Source: an optimization exercise on an open RTL-to-GDS flow (aim: small area, a short achievable clock period and few clock cycles). Production flows keep margins and buffers that such runs may drop.
At most, simulation tests tie the RTL to the original design; equivalence was not proved.
Power is estimated from default activity; no workload was simulated.

==> run a: inputs <==
## raster_core_multirow
module raster_core_multirow #(
   parameter int unsigned CORE_ID      = 3,
   parameter int unsigned NUM_ROWS     = 2,
   parameter int unsigned X_MAX        = 400,
   parameter int unsigned BRAM_LATENCY = 2,
   parameter logic [31:0] LAMBDA_ONE   = 32'h0001_0000,
   parameter int unsigned ADDR_W       = 10
) (
   input  logic              clk,
   input  logic              reset,
   input  logic              s_valid,
   input  logic [31:0]       s_data,
   output logic              s_ready,
   output logic              m_valid,
   input  logic              m_ready,
   output logic [15:0]       m_data,
   output logic              m_last,
   output logic              rch_en,
   output logic [ADDR_W-1:0] rch_addr,
   input  logic [31:0]       rch_data,
   output logic              wch_en,
   output logic [ADDR_W-1:0] wch_addr,
   output logic [31:0]       wch_data
);
export LEC_CHECK = 0
export ABC_AREA = 1
export CAP_MARGIN = 20
export CORE_MARGIN = 2
export CORE_UTILIZATION = 40
export CTS_CLUSTER_DIAMETER = 60
export CTS_CLUSTER_SIZE = 30
export SETUP_SLACK_MARGIN = 4.0
export SLEW_MARGIN = 20
create_clock -name core_clock -period 8.0 [get_ports {clk}]
run.sh (not shown) runs the stock make flow with config.mk's settings and CLKGATE_MAP_FILE= SYNTH_SCRIPT=/design/flow/synth_recipe.tcl, a recipe that flattens the netlist after the stock synthesis.
==> run b: changes against run a <==
--- a/flow/design.v
+++ b/flow/design.v
@@ -77,11 +77,12 @@
    logic [31:0]       ns_s, ns_k;
    logic              fit0, fit1, neg0, neg1, sg0, sg1, ns_big;
    logic              cov, lbig, skip, jump, x_end;
    logic              step, issue, trans, wb_drop, wb_take;
    logic [ADDR_W-1:0] pix_addr;
-   logic              eng_free, s_ready_d, s_ready_q;
+   logic              eng_free, s_ready_d, s_ready_q, clr, stall, fresh, rw, clr_adv;
+   logic              f1_q, f2_q, f3_q;   
    function automatic logic [32:0] add33(input logic [32:0] a, input logic [32:0] b,
                                          input logic ci);
       logic [32:0] p, g, pp, gg, gn, pn;
       p = a ^ b;
       g = a & b;
@@ -214,16 +215,21 @@
       skip = (l0_q[31] && fit0 && neg0) ||
              (l1_q[31] && fit1 && neg1) ||
              (!l0_q[31] && !l1_q[31] && lbig && fit0 && fit1 && !sg0 && !sg1 && ns_big);
       x_end    = x_q >= 9'(X_MAX);
       jump     = in_rast && !x_end && skip;
-      step     = in_rast && !x_end && !skip;
+      step     = in_rast && !x_end && !skip && !stall;
       issue    = step && cov;
       trans    = in_rast && x_end && !row_q && f7_q;
       pix_addr = row_q ? ADDR_W'(x_q) + ADDR_W'(X_MAX) : ADDR_W'(x_q);
-      eng_free = es_q == E_IDLE && !wbq_q;
+      clr      = es_q == E_CLEAR;
+      stall    = clr && cov && pix_addr > ra_q;
+      fresh    = clr && pix_addr == ra_q;
+      eng_free = es_q != E_WB && !wbq_q;
       wb_drop  = es_q == E_WB && v3_q && m_valid_q && !m_ready;
+      rw       = v3_q && es_q != E_WB;           
+      clr_adv  = clr && (!v3_q || (issue && fresh));
       wb_take  = es_q == E_WB && v3_q && !wb_drop;
       s_ready_d = s_ready_q;
    end
    logic unused_d;
    assign unused_d = ^{rch_data[31:28], s_data[19:13]};
@@ -240,11 +246,12 @@
                if (wcnt_q == 4'd9 && (f6_q || f7_q))
                   ms_n = M_PREP;
             end
          end
          M_PREP:  if (sw_q && eng_free) ms_n = M_RAST;
-         M_RAST:  if (x_end && !(!row_q && f7_q)) ms_n = M_DRAIN;
+         M_RAST:  if (x_end && !(!row_q && f7_q))
+                     ms_n = (!rch_en_q && !v2_q) ? M_RX : M_DRAIN;
          default: if (!rch_en_q && !v2_q) ms_n = M_RX;    
       endcase
       wbq_n = wbq_q;
       if (es_q == E_IDLE && wbq_q)
          wbq_n = 1'b0;
@@ -258,27 +265,24 @@
          f6_q <= !s_data[12] && s_data[5:0] <= 6'(ROW_BASE) &&
                  s_data[11:6] >= 6'(ROW_BASE);
          f7_q <= !s_data[12] && s_data[5:0] <= 6'(ROW_BASE + 1) &&
                  s_data[11:6] >= 6'(ROW_BASE + 1);
       end
-      if (acc && wcnt_q == 4'd1)                 l0_q <= s_data;
-      else if (trans)                             l0_q <= r0_q;
+      if (trans || wcnt_q == 4'd3)               l0_q <= r0_q;
       else if (jump)                              l0_q <= n0[31:0];
       else if (a0_q != '0 || step)               l0_q <= sum0;
-      if (acc && wcnt_q == 4'd2)                 l1_q <= s_data;
-      else if (trans)                             l1_q <= r1_q;
+      if (trans || wcnt_q == 4'd5)               l1_q <= r1_q;
       else if (jump)                              l1_q <= n1[31:0];
       else if (a1_q != '0 || step)               l1_q <= sum1;
-      if (acc && wcnt_q == 4'd7)                 z_q  <= s_data[15:0];
-      else if (trans)                             z_q  <= rz_q;
+      if (trans || wcnt_q == 4'd8)               z_q  <= rz_q;
       else if (jump)                              z_q  <= nz;
       else if (az_q != '0 || step)               z_q  <= sumz;
-      if (acc && wcnt_q == 4'd3)                 r0_q <= s_data;
+      if (acc && (wcnt_q == 4'd1 || wcnt_q == 4'd3)) r0_q <= s_data;
       else if (prep_swap)                         r0_q <= sum0;
-      if (acc && wcnt_q == 4'd5)                 r1_q <= s_data;
+      if (acc && (wcnt_q == 4'd2 || wcnt_q == 4'd5)) r1_q <= s_data;
       else if (prep_swap)                         r1_q <= sum1;
-      if (acc && wcnt_q == 4'd8)                 rz_q <= s_data[15:0];
+      if (acc && (wcnt_q == 4'd7 || wcnt_q == 4'd8)) rz_q <= s_data[15:0];
       else if (prep_swap)                         rz_q <= sumz;
       if (acc && wcnt_q == 4'd4)                 dx0_q <= s_data;
       else if (prep_swap)                         dx0_q <= r0_q;
       if (acc && wcnt_q == 4'd6)                 dx1_q <= s_data;
       else if (prep_swap)                         dx1_q <= r1_q;
@@ -300,13 +304,16 @@
       zp2_q <= zp1_q;
       zp3_q <= zp2_q;
       a2_q  <= rch_addr_q;
       a3_q  <= a2_q;
       rch_addr_q <= es_q != E_WB ? pix_addr : (wb_drop ? need_q : ra_q);
-      wch_addr_q <= es_q == E_CLEAR ? ra_q : (es_q == E_WB ? need_q : a3_q);
-      wch_z_q  <= es_q == E_IDLE ? zp3_q : '0;
-      wch_id_q <= es_q == E_IDLE;
+      wch_addr_q <= rw ? a3_q : (es_q == E_WB ? need_q : ra_q);
+      wch_z_q  <= rw ? zp3_q : '0;
+      wch_id_q <= rw && (!f3_q || zp3_q != '0);
+      f1_q     <= issue && fresh;
+      f2_q     <= f1_q;
+      f3_q     <= f2_q;
       if (wb_take) begin
          m_data_q <= {need_q >= ADDR_W'(X_MAX), rch_data[27:16]};
          m_last_q <= need_q == ADDR_W'(NPIX - 1);
       end
    end
@@ -331,11 +338,11 @@
          wch_en_q  <= 1'b0;
       end else begin
          v2_q     <= rch_en_q && !wb_drop;
          v3_q     <= v2_q && !wb_drop;
          rch_en_q <= issue;
-         wch_en_q <= v3_q && es_q == E_IDLE && zp3_q > rch_data[15:0];
+         wch_en_q <= rw && (f3_q || zp3_q > rch_data[15:0]);
          ms_q      <= ms_n;
          wcnt_q    <= wcnt_n;
          wbq_q     <= wbq_n;
          s_ready_q <= ms_n == M_RX && !(wcnt_n == 4'd0 && wbq_n);
          sw_q <= ms_q == M_PREP && (sw_q || prep_swap);
@@ -356,16 +363,19 @@
             az_q <= az_q - 2'd1;
          if (m_valid_q && m_ready)
             m_valid_q <= 1'b0;
          case (es_q)
             E_CLEAR: begin
-               wch_en_q <= 1'b1;
-               if (ra_q == ADDR_W'(NPIX - 1)) begin
-                  ra_q <= '0;
-                  es_q <= E_IDLE;
-               end else begin
-                  ra_q <= ra_q + ADDR_W'(1);
+               if (!v3_q && !(issue && fresh))
+                  wch_en_q <= 1'b1;
+               if (clr_adv) begin
+                  if (ra_q == ADDR_W'(NPIX - 1)) begin
+                     ra_q <= '0;
+                     es_q <= E_IDLE;
+                  end else begin
+                     ra_q <= ra_q + ADDR_W'(1);
+                  end
                end
             end
             E_WB: begin
                if (wb_drop) begin
                   rch_en_q <= 1'b1;
--- a/flow/config.mk
+++ b/flow/config.mk
@@ -7,9 +7,7 @@
 export LEC_CHECK = 0
 export ABC_AREA = 1
 export CAP_MARGIN = 20
 export CORE_MARGIN = 2
 export CORE_UTILIZATION = 40
-export CTS_CLUSTER_DIAMETER = 60
-export CTS_CLUSTER_SIZE = 30
 export SETUP_SLACK_MARGIN = 4.0
 export SLEW_MARGIN = 20
==> qor summary <==
item	run b	run a
Latest clock arrival within the worst-skew pair	0.62 ns	0.63 ns
Area of the core	71490 µm²	74200 µm²
Register bit count reported by yosys	460	457
Vertical extent of the die	272.7 µm	277.2 µm
Fin crit period	3.907 ns	3.847 ns
Count of clock-net buffers in the final layout	75	52
Crit. path cell count	21	12
Combinational power	0.00639 W	0.00633 W
Flop pwr share	29.6%	30.2%
Number of clock sinks seen by CTS	460	457
Worst-case reg-to-reg path depth	21	12
Synthesized area per cell	8.769 µm²	8.246 µm²
Total power consumption of the routed design	0.01253 W	0.01254 W
Met1 global-route usage	31.34%	33.61%
Switching Fraction	40.43%	42.59%
Share of final-layout standard cells stronger than drive strength 1	9.787%	7.160%
Multi-input gate area in the final layout	15330 µm²	15990 µm²
Pre-CTS worst setup slack	2.671 ns	2.139 ns
Required time worst endpoint	8.32 ns	8.25 ns
Achievable clock frequency	256.0 MHz	260.0 MHz
Status	finished clean	finished clean
Non-Clock Inverter Count	483	501
Final weighted congestion in routability-driven placement	0.9366	0.9037
Overall die width	272.7 µm	277.2 µm
DRC marker count from the first detailed-route iteration	2059	2503
Testbench counts of run a, summed over its fixed seeds: cycles 86,487.
For run b, only the layout was checked, not whether the RTL still works.

-- port drivers added, routing unchanged --
In the flow no input, the clock included, has a driving cell. The finished layouts below were timed again as built, in two steps. Step 1 assumes that a clkbuf_16 drives the clock port and a buf_2 every other input. Step 2 also shifts input and output timing later by t, the mid clock arrival at the registers, as if the neighbouring blocks saw the same clock. Slacks: ideal ports / drivers / drivers and shift; pairs: ideal ports / drivers.
run | t, ns | slack for setup (ns) | slew at the worst register clock pin (ns)
run a | 0.670 | 4.153 / 4.153 / 3.531 | 0.10 / 0.10
run b | 0.665 | 4.093 / 4.093 / 3.499 | 0.07 / 0.07
After both steps setup and hold are still met in every run listed. For run a, which loses most, drivers alone change the setup slack by 0.000 ns; drivers and shift together by -0.622 ns.
